This design comes from an exercise in tuning for a short achievable clock period and few clock cycles on the open sky130 flow, not from production work. Where RTL was checked, it was by simulation tests only, not by an equivalence proof against the original. Power figures rest on the tool's default switching activity, not on a simulated workload.

// pcpu_top
module pcpu_top (
    input  logic              clock,
    input  logic              reset,
    input  logic              i_enable,
    input  logic              i_start,
    input  logic [pipe_pkg::DATA_W-1:0] i_i_data,
    input  logic [pipe_pkg::DATA_W-1:0] i_d_rdata,
    output logic [7:0]        o_i_addr,
    output logic [7:0]        o_d_addr,
    output logic [pipe_pkg::DATA_W-1:0] o_d_wdata,
    output logic              o_d_we,
    output logic              o_running
);
==> flow/config.mk <==
export PLATFORM = sky130hd
export DESIGN_NAME = pcpu_top
export DESIGN_NICKNAME = pcpu_top
export VERILOG_FILES = /design/flow/design.v
export SDC_FILE = /design/flow/constraint.sdc
export NUM_CORES = 4
export LEC_CHECK = 0
export CAP_MARGIN = 20
export CELL_PAD_IN_SITES_GLOBAL_PLACEMENT = 2
export CORE_MARGIN = 2
export CORE_UTILIZATION = 30
export PLACE_DENSITY = 0.45
export SETUP_SLACK_MARGIN = 2.7
export SLEW_MARGIN = 20
==> flow/constraint.sdc <==
create_clock -name core_clock -period 4.5 [get_ports {clock}]
set_input_delay 0.9000 -clock core_clock [delete_from_list [all_inputs] [get_ports {clock}]]
set_output_delay 0.9000 -clock core_clock [all_outputs]
set_load 0.01 [all_outputs]
run.sh (not shown) runs the stock make flow with config.mk's settings and CLKGATE_MAP_FILE= SYNTH_SCRIPT=/design/flow/synth_recipe.tcl, a recipe that flattens the netlist after the stock synthesis.
The starting point completed with no timing, DRC or antenna violations.
Testbench counts at the start, summed over its fixed seeds: cycles 13,981.
==> next run, changes <==
ABC_CLOCK_PERIOD_IN_PS = 1500   (was default)
CELL_PAD_IN_SITES_GLOBAL_PLACEMENT = default   (was 2)
CORE_UTILIZATION = 40   (was 30)
PLACE_DENSITY = default   (was 0.45)
- The new run completed without violations
- final area is lower by 5.4%
- worst hold slack gets worse by 170 ps
- setup slack got worse by 150 ps
- wire length drops by 14%
- final cell count drops by 9.2%
- critical path depth grows by 2

Starting RTL as in the previous note.
make LEC_CHECK=0 CAP_MARGIN=20 CORE_MARGIN=2 CORE_UTILIZATION=30 GPL_ROUTABILITY_DRIVEN=0 PLACE_DENSITY=0.45 SETUP_SLACK_MARGIN=2.7 SLEW_MARGIN=20 finish   # period 4.5 ns
The first run produced a clean layout.
Testbench counts at the start, summed over its fixed seeds: cycles 13,981.
Next try:
--- a/flow/config.mk
+++ b/flow/config.mk
@@ -10,3 +10 @@
-export CORE_UTILIZATION = 30
-export GPL_ROUTABILITY_DRIVEN = 0
-export PLACE_DENSITY = 0.45
+export CORE_UTILIZATION = 20
The new run finished clean. Routed wire length fell by a few percent. Flip-flop and latch count stays the same. Critical path depth fell by 5. Via count rose slightly. Core utilization fell by 14 points.
Next try:
--- a/flow/config.mk
+++ b/flow/config.mk
@@ -10,2 +10,3 @@
-export CORE_UTILIZATION = 20
-export SETUP_SLACK_MARGIN = 2.7
+export CORE_UTILIZATION = 30
+export PLACE_DENSITY = 0.45
+export SETUP_SLACK_MARGIN = 1.8
Outcome: The new run produced a clean layout; routed wire length came out lower by 0.93%; clock skew climbs by 0.0052 ns; die area came out lower by 33%; via count went down by 4.1%; clock-buffer cell count came out higher by 16; worst hold slack improved by 0.0067 ns.

Setup of rev 12:
Another version of the RTL of pcpu_top (not shown whole).
Size in the first run: roughly 1900 cells after synthesis, ~70 I/O pins, ~20000 um^2 of cells after synthesis.
Design pcpu_top, start of the top module:
module pcpu_top (
    input  logic              clock,
    input  logic              reset,
    input  logic              i_enable,
    input  logic              i_start,
    input  logic [pipe_pkg::DATA_W-1:0] i_i_data,
    input  logic [pipe_pkg::DATA_W-1:0] i_d_rdata,
    output logic [7:0]        o_i_addr,
    output logic [7:0]        o_d_addr,
    output logic [pipe_pkg::DATA_W-1:0] o_d_wdata,
    output logic              o_d_we,
    output logic              o_running
);
Settings: LEC_CHECK=0, CAP_MARGIN=20, CORE_MARGIN=2, CORE_UTILIZATION=60, PLACE_DENSITY=0.75, SETUP_SLACK_MARGIN=2.7, SLEW_MARGIN=20; clock period 4.5 ns.
Rev 12 reached the end of the flow, and the finished layout is clean on the timing, design-rule and antenna checks.
For rev 13, these inputs were changed with respect to rev 12:
Settings: a deleted PLACE_DENSITY that had been 0.75; a change of CORE_UTILIZATION from 60 to 40; a change of SETUP_SLACK_MARGIN from 2.7 to 1.5.
### Flow results
- Rev 13 finished every stage and its layout cleared the timing, design-rule and antenna checks.
- Initial antenna violation count ended up 1 lower on rev 13 than on rev 12.
- Measured against rev 12, the peak clock frequency supported by timing of rev 13 comes out at 1.11 times the reference value.
- Multi-input gate share of total cell area: rev 13 < rev 12
- Comparing rev 12 and rev 13, the lower final critical delay including setup and external delays was measured on rev 13.
- Cell count delta for rev 13 relative to rev 12: about 2.6% higher
- From rev 12 to rev 13 the numbers moved as follows: worst-case setup slack after placement dropped 0.069 ns; final clock skew shrank by 0.0032 ns; maximum net fanout on the critical path stayed essentially flat.
- In the tables for rev 12 and rev 13, first-pass GRT wire length reads lower with rev 13.
Function was not checked in any run of this note: the RTL went through the layout flow alone.

pcpu_top with an RTL version that a note above also has.
Size in the first run: about 2900 cells after synthesis, about 560 flip-flops.
clock: 4.5 ns
lec_check: 0
cap_margin: 20
core_margin: 2
core_utilization: 30
place_density: 0.45
setup_slack_margin: 2.7
slew_margin: 20
tns_end_percent: 50
The first run completed with no timing, DRC or antenna violations.
Testbench counts at the start, summed over its fixed seeds: cycles 13,981.
Change:
--- a/flow/config.mk
+++ b/flow/config.mk
@@ -10,5 +10,3 @@
 export CORE_UTILIZATION = 30
-export PLACE_DENSITY = 0.45
 export SETUP_SLACK_MARGIN = 2.7
 export SLEW_MARGIN = 20
-export TNS_END_PERCENT = 50
Result: Maximum frequency came out higher by about 2.4%. Setup slack gets better by 0.070 ns. Combinational power rises by about 3%. Power goes down by about 2.4%. Core utilization rose by 0.90 points. Global-route usage came out lower by 1.8 points. Critical path depth is unchanged. Non-clock buffer count came out higher by 9.
Change:
--- a/flow/config.mk
+++ b/flow/config.mk
@@ -10,2 +10,3 @@
 export CORE_UTILIZATION = 30
+export PLACE_DENSITY = 0.35
 export SETUP_SLACK_MARGIN = 2.7
- sequential share of layout area falls by 0.26 points
- register-to-register slack is worse by 0.22 ns
- non-clock buffer count came out higher by 45
- cell count came out higher by 1.3%
Change:
--- a/flow/config.mk
+++ b/flow/config.mk
@@ -10,4 +10,4 @@
 export CORE_UTILIZATION = 30
-export PLACE_DENSITY = 0.35
-export SETUP_SLACK_MARGIN = 2.7
+export PLACE_DENSITY = 0.45
+export SETUP_SLACK_MARGIN = 3.5
 export SLEW_MARGIN = 20
Result: The changed run passed the timing, design-rule and antenna checks; register-to-register slack improved by 0.10 ns; power climbs slightly; via count climbs by a few percent; design area climbs by a few percent; routed wire length drops slightly; setup slack improved by 0.10 ns; global-route usage drops by 1.5 points; first-iteration DRC count climbs by a quarter to a third; utilization climbs by 1.7 points; combinational power climbs by a few percent; flip-flop and latch count stays the same.
Change:
--- a/flow/config.mk
+++ b/flow/config.mk
@@ -9,5 +9,5 @@
 export CORE_MARGIN = 2
-export CORE_UTILIZATION = 30
+export CORE_UTILIZATION = 25
 export PLACE_DENSITY = 0.45
-export SETUP_SLACK_MARGIN = 3.5
+export SETUP_SLACK_MARGIN = 2.7
 export SLEW_MARGIN = 20
Effect:
- The changed run ran to the end with no violations
- wire length drops by a little under a tenth
- design area came out lower by a few percent
- power is lower by a few percent
- setup slack improved by 0.12 ns
- via count goes down by a few percent
- fmax increases by a few percent
- clock skew barely changes
- final cell count came out higher by a few percent

afterwards: timing with drivers on the ports:
The results above use ideal ports. As a check the final layouts listed here were re-extracted and re-timed, cells and wires unchanged.
Step 1, drivers: a clkbuf_16 drives clock and a buf_2 each remaining input, both assumed.
Step 2 adds t to the input delays and takes it off the output delays; t is the mean of the earliest and latest rising clock arrival at the registers after step 1. Input paths then give back, and output paths get back, about the clock's delay inside the block.
a / b / c = ideal ports / drivers / drivers and shift; a / b = the first two.
run | t, ns | setup WS [ns] | worst setup path after step 2 | worst register clock-pin slew, ns
the first run of note 1 | 0.712 | 1.558 / 1.558 / 0.928 | input to register | 0.07 / 0.07
the second run of note 1 | 0.708 | 1.409 / 1.409 / 0.881 | input to register | 0.07 / 0.07
the first run of note 2 | 0.703 | 1.525 / 1.525 / 0.978 | input to register | 0.06 / 0.06
the second run of note 2 | 0.693 | 1.501 / 1.501 / 0.825 | input to register | 0.07 / 0.07
the third run of note 2 | 0.685 | 1.409 / 1.441 / 0.755 | input to register | 0.07 / 0.07
rev 12 | 0.597 | 0.937 / 0.937 / 0.763 | input to register | 0.07 / 0.07
rev 13 | 0.625 | 1.301 / 1.301 / 0.812 | input to register | 0.06 / 0.06
the first run of note 4 | 0.697 | 1.565 / 1.565 / 0.873 | input to register | 0.06 / 0.06
the second run of note 4 | 0.722 | 1.635 / 1.635 / 0.995 | input to register | 0.07 / 0.07
the third run of note 4 | 0.695 | 1.410 / 1.410 / 0.780 | input to register | 0.06 / 0.06
the fourth run of note 4 | 0.687 | 1.510 / 1.510 / 0.945 | input to register | 0.06 / 0.06
the fifth run of note 4 | 0.695 | 1.630 / 1.630 / 1.025 | input to register | 0.06 / 0.06
After both steps every run listed still meets setup and hold. The setup slack of the first run of note 4, which loses most, moves by 0.000 ns with the drivers and by -0.692 ns with both steps.
